This design comes from an exercise in tuning for small area, a short achievable clock period and few clock cycles per item on the open sky130 flow, not from production work.
RTL that was checked went through simulation tests only; none was proved equivalent to the original.
Power is estimated from default activity; no workload was simulated.

## lc4_pipe_top
module lc4_pipe_top (
    input  logic        gwe,
    input  logic        i_rst,
    output logic [15:0] o_pc,
    input  logic [15:0] i_insn,
    output logic [15:0] o_dmem_addr,
    output logic        o_dmem_we,
    output logic [15:0] o_dmem_wdata,
    input  logic [15:0] i_dmem_rdata,
    output logic        o_wb_valid,
    output logic [15:0] o_wb_pc,
    output logic [15:0] o_wb_insn,
    output logic        o_wb_we,
    output logic [2:0]  o_wb_rd,
    output logic [15:0] o_wb_data
);
    logic        stall;                        
    logic [15:0] pc;
    logic        f_valid;
    logic [15:0] f_insn;
    logic [2:0]  f_b_idx;                      
    logic        f_sub;
    logic        x_valid;
    logic [15:0] x_insn, xa, xb;                 
    logic        x_am, x_aw, x_bm, x_bw;       
    logic        x_sub, x_imm, x_imm_s;        
    logic        x_s_sum, x_s_log, x_s_imm9, x_s_sh, x_s_hic;
    logic        m_valid, m_we, m_ld, m_st, m_mul, m_busy, m_sbyp;
    logic [15:0] m_insn, m_res, m_b;
    logic        w_valid, w_we;
    logic [15:0] w_insn, w_data, w_pc;
    always_ff @(posedge gwe) begin
        if (i_rst) begin
            pc      <= 16'h8200;
            f_valid <= 1'b0;
        end else if (!stall) begin
            pc      <= pc + 16'd1;
            f_valid <= 1'b1;
        end
    end
    always_ff @(posedge gwe) begin
        if (!stall) begin
            f_insn  <= i_insn;
            f_b_idx <= (i_insn[14] && i_insn[12] && (i_insn[13] || i_insn[15])) ? i_insn[11:9] : i_insn[2:0];
  ...
Settings: LEC_CHECK=0, ABC_AREA=1, CAP_MARGIN=20, CORE_MARGIN=2, CORE_UTILIZATION=40, SETUP_SLACK_MARGIN=5, SLEW_MARGIN=20, TNS_END_PERCENT=0; clock period 9.0 ns.
standard.sh (not shown) runs the stock make flow with config.mk's settings and CLKGATE_MAP_FILE= SYNTH_SCRIPT=/design/flow/synth_recipe.tcl, a recipe that flattens the netlist after the stock synthesis.
==> flow/flow/run.sh <==
#!/bin/bash
# The standard layout, with every input and output port buffered by a
# plain buffer (buf_2) instead of the default delay-cell buffer.
set -euo pipefail
export BUFFER_PORTS_ARGS="-buffer_cell sky130_fd_sc_hd__buf_2"
bash standard.sh > standard.log 2>&1
==> next run, changes <==
==> flow/flow/run.sh (replaced) <==
#!/bin/bash
# The standard layout, with two changes:
#  - every input and output port is buffered by a plain buffer (buf_2)
#    instead of the default delay-cell buffer;
#  - clock tree synthesis clusters up to 20 flip-flops per leaf buffer and
#    adds no dummy loads.
set -euo pipefail
export BUFFER_PORTS_ARGS="-buffer_cell sky130_fd_sc_hd__buf_2"
export CTS_ARGS="-sink_clustering_enable -repair_clock_nets -sink_clustering_size 20 -sink_clustering_max_diameter 100 -dont_use_dummy_load"
bash standard.sh > standard.log 2>&1
What happened:
- The new run passed the timing, design-rule and antenna checks
- clock power falls by 46%
- setup slack degrades by 29 ps
- cell count decreases by 1.4%
No run of this note included a check of the RTL's function; only the layout flow was run.

Setup of raven:
lc4_pipe_top, a different RTL version from the one above (not shown whole).
export LEC_CHECK = 0
export ABC_AREA = 1
export CAP_MARGIN = 20
export CORE_MARGIN = 2
export CORE_UTILIZATION = 40
export SETUP_SLACK_MARGIN = 5
export SLEW_MARGIN = 20
export TNS_END_PERCENT = 0
create_clock -name core_clock -period 9.0 [get_ports {gwe}]
==> flow/flow/run.sh <==
#!/bin/bash
# The standard layout, with two changes:
#  - every input and output port is buffered by a plain buffer (buf_2)
#    instead of the default delay-cell buffer;
#  - clock tree synthesis clusters up to 20 flip-flops per leaf buffer and
#    adds no dummy loads.
set -euo pipefail
export BUFFER_PORTS_ARGS="-buffer_cell sky130_fd_sc_hd__buf_2"
export CTS_ARGS="-sink_clustering_enable -repair_clock_nets -sink_clustering_size 20 -sink_clustering_max_diameter 100 -dont_use_dummy_load"
bash standard.sh > standard.log 2>&1
raven ran to completion and came out clean on the timing, design-rule and antenna checks.
Testbench counts of raven, summed over its fixed seeds: cycles 16,944, instructions 16,000.
Modified inputs, pepper compared to raven
- SETUP_SLACK_MARGIN removed (was 5)
==> flow/flow/run.sh <==
#!/bin/bash
# The standard layout, with these changes:
#  - every input and output port is buffered by a plain buffer (buf_2)
#    instead of the default delay-cell buffer;
#  - clock tree synthesis clusters up to 20 flip-flops per leaf buffer and
#    adds no dummy loads;
#  - timing repair aims for 6.5 ns of setup slack (a 2.5 ns period) on the
#    worst path; the clock and constraints are unchanged.
set -euo pipefail
export BUFFER_PORTS_ARGS="-buffer_cell sky130_fd_sc_hd__buf_2"
export CTS_ARGS="-sink_clustering_enable -repair_clock_nets -sink_clustering_size 20 -sink_clustering_max_diameter 100 -dont_use_dummy_load"
export SETUP_SLACK_MARGIN=6.5
bash standard.sh > standard.log 2>&1
--- outcome ---
Going from raven to pepper, all-layer global routing usage picked up an extra 0.57 points; worst setup slack after placement now sits lower; via count increased by about 1.5% relative to the old numbers; number of diodes now sits higher; design area +1100 um2. pepper against raven: number of gates given a new drive strength after cts increased 135, via-per-instance ratio decreased 0.54%, setup slack of the critical path after layout increased 0.55 ns.

Setup of north:
lc4_pipe_top, a different RTL version from the one above (not shown whole).
Size in the first run: roughly 2700 cells after synthesis, roughly 360 flip-flops, roughly 140 I/O pins, ~22000 um^2 of cells after synthesis.
==> flow/config.mk <==
export PLATFORM = sky130hd
export DESIGN_NAME = lc4_pipe_top
export DESIGN_NICKNAME = lc4_pipe_top
export VERILOG_FILES = /design/flow/design.v
export SDC_FILE = /design/flow/constraint.sdc
export NUM_CORES = 4
export LEC_CHECK = 0
export ABC_AREA = 1
export CAP_MARGIN = 20
export CORE_MARGIN = 2
export CORE_UTILIZATION = 40
export SLEW_MARGIN = 20
export TNS_END_PERCENT = 0
==> flow/constraint.sdc <==
create_clock -name core_clock -period 9.0 [get_ports {gwe}]
set_input_delay 1.8000 -clock core_clock [delete_from_list [all_inputs] [get_ports {gwe}]]
set_output_delay 1.8000 -clock core_clock [all_outputs]
set_load 0.01 [all_outputs]
==> flow/flow/run.sh <==
#!/bin/bash
# The standard layout, with these changes:
#  - every input and output port is buffered by a plain buffer (buf_2)
#    instead of the default delay-cell buffer;
#  - clock tree synthesis clusters up to 20 flip-flops per leaf buffer and
#    adds no dummy loads;
#  - timing repair aims for 5.8 ns of setup slack (a 3.2 ns period) on the
#    worst path; the clock and constraints are unchanged.
set -euo pipefail
export BUFFER_PORTS_ARGS="-buffer_cell sky130_fd_sc_hd__buf_2"
export CTS_ARGS="-sink_clustering_enable -repair_clock_nets -sink_clustering_size 20 -sink_clustering_max_diameter 100 -dont_use_dummy_load"
export SETUP_SLACK_MARGIN=5.8
bash standard.sh > standard.log 2>&1
north completed end to end with timing, DRC and antenna clean.
Testbench counts of north, summed over its fixed seeds: cycles 16,944, instructions 16,000.
--- input diff north..south ---
diff --git a/flow/flow/run.sh b/flow/flow/run.sh
--- a/flow/flow/run.sh
+++ b/flow/flow/run.sh
@@ -6,3 +6,3 @@
 #    adds no dummy loads;
-#  - timing repair aims for 5.8 ns of setup slack (a 3.2 ns period) on the
+#  - timing repair aims for 6 ns of setup slack (a 3 ns period) on the
 #    worst path; the clock and constraints are unchanged.
@@ -11,3 +11,3 @@
 export CTS_ARGS="-sink_clustering_enable -repair_clock_nets -sink_clustering_size 20 -sink_clustering_max_diameter 100 -dont_use_dummy_load"
-export SETUP_SLACK_MARGIN=5.8
+export SETUP_SLACK_MARGIN=6
 bash standard.sh > standard.log 2>&1
--- outcome ---
- Minimum setup slack in the final design came out higher on south than on north.
- Summary of south over north: final cell count higher; largest voltage drop on the vdd net lower; number of diodes added for antenna fixing higher; utilization of the core after routing higher; final critical-path required period lower.
- Per the comparison of south with north, wire length per cell now larger, standby leakage power +about 1%.
- The start point of the critical path comes out w_data[11] in one run and x_bm in the other, namely in south and north respectively.

## static timing again, ports no longer ideal
No port has a modelled driver above. Below, the same layouts with a new extraction and two added sets of constraints. Step 1, drivers: a clkbuf_16 drives gwe and a buf_2 each remaining input, both assumed. Step 2, shift: input delay + t, output delay - t, t = (earliest + latest rising clock arrival at the registers) / 2. This alone moves slack from input paths to output paths. a / b / c = ideal ports / drivers / drivers and shift; a / b = the first two.
run | shift t [ns] | slack for setup (ns) | latest minus earliest clock arrival (ns)
the first run of note 1 | 0.661 | 5.068 / 5.005 / 5.306 | 0.038 / 0.038
the second run of note 1 | 0.624 | 5.039 / 4.978 / 5.326 | 0.044 / 0.044
raven | 0.621 | 5.404 / 5.404 / 5.404 | 0.053 / 0.053
pepper | 0.616 | 5.954 / 5.954 / 5.776 | 0.063 / 0.064
north | 0.609 | 5.729 / 5.687 / 5.729 | 0.067 / 0.067
south | 0.610 | 5.796 / 5.734 / 5.853 | 0.100 / 0.100
After both steps setup and hold are still met in every run listed. The setup slack of pepper, which loses most, moves by 0.000 ns with the drivers and by -0.178 ns with both steps.
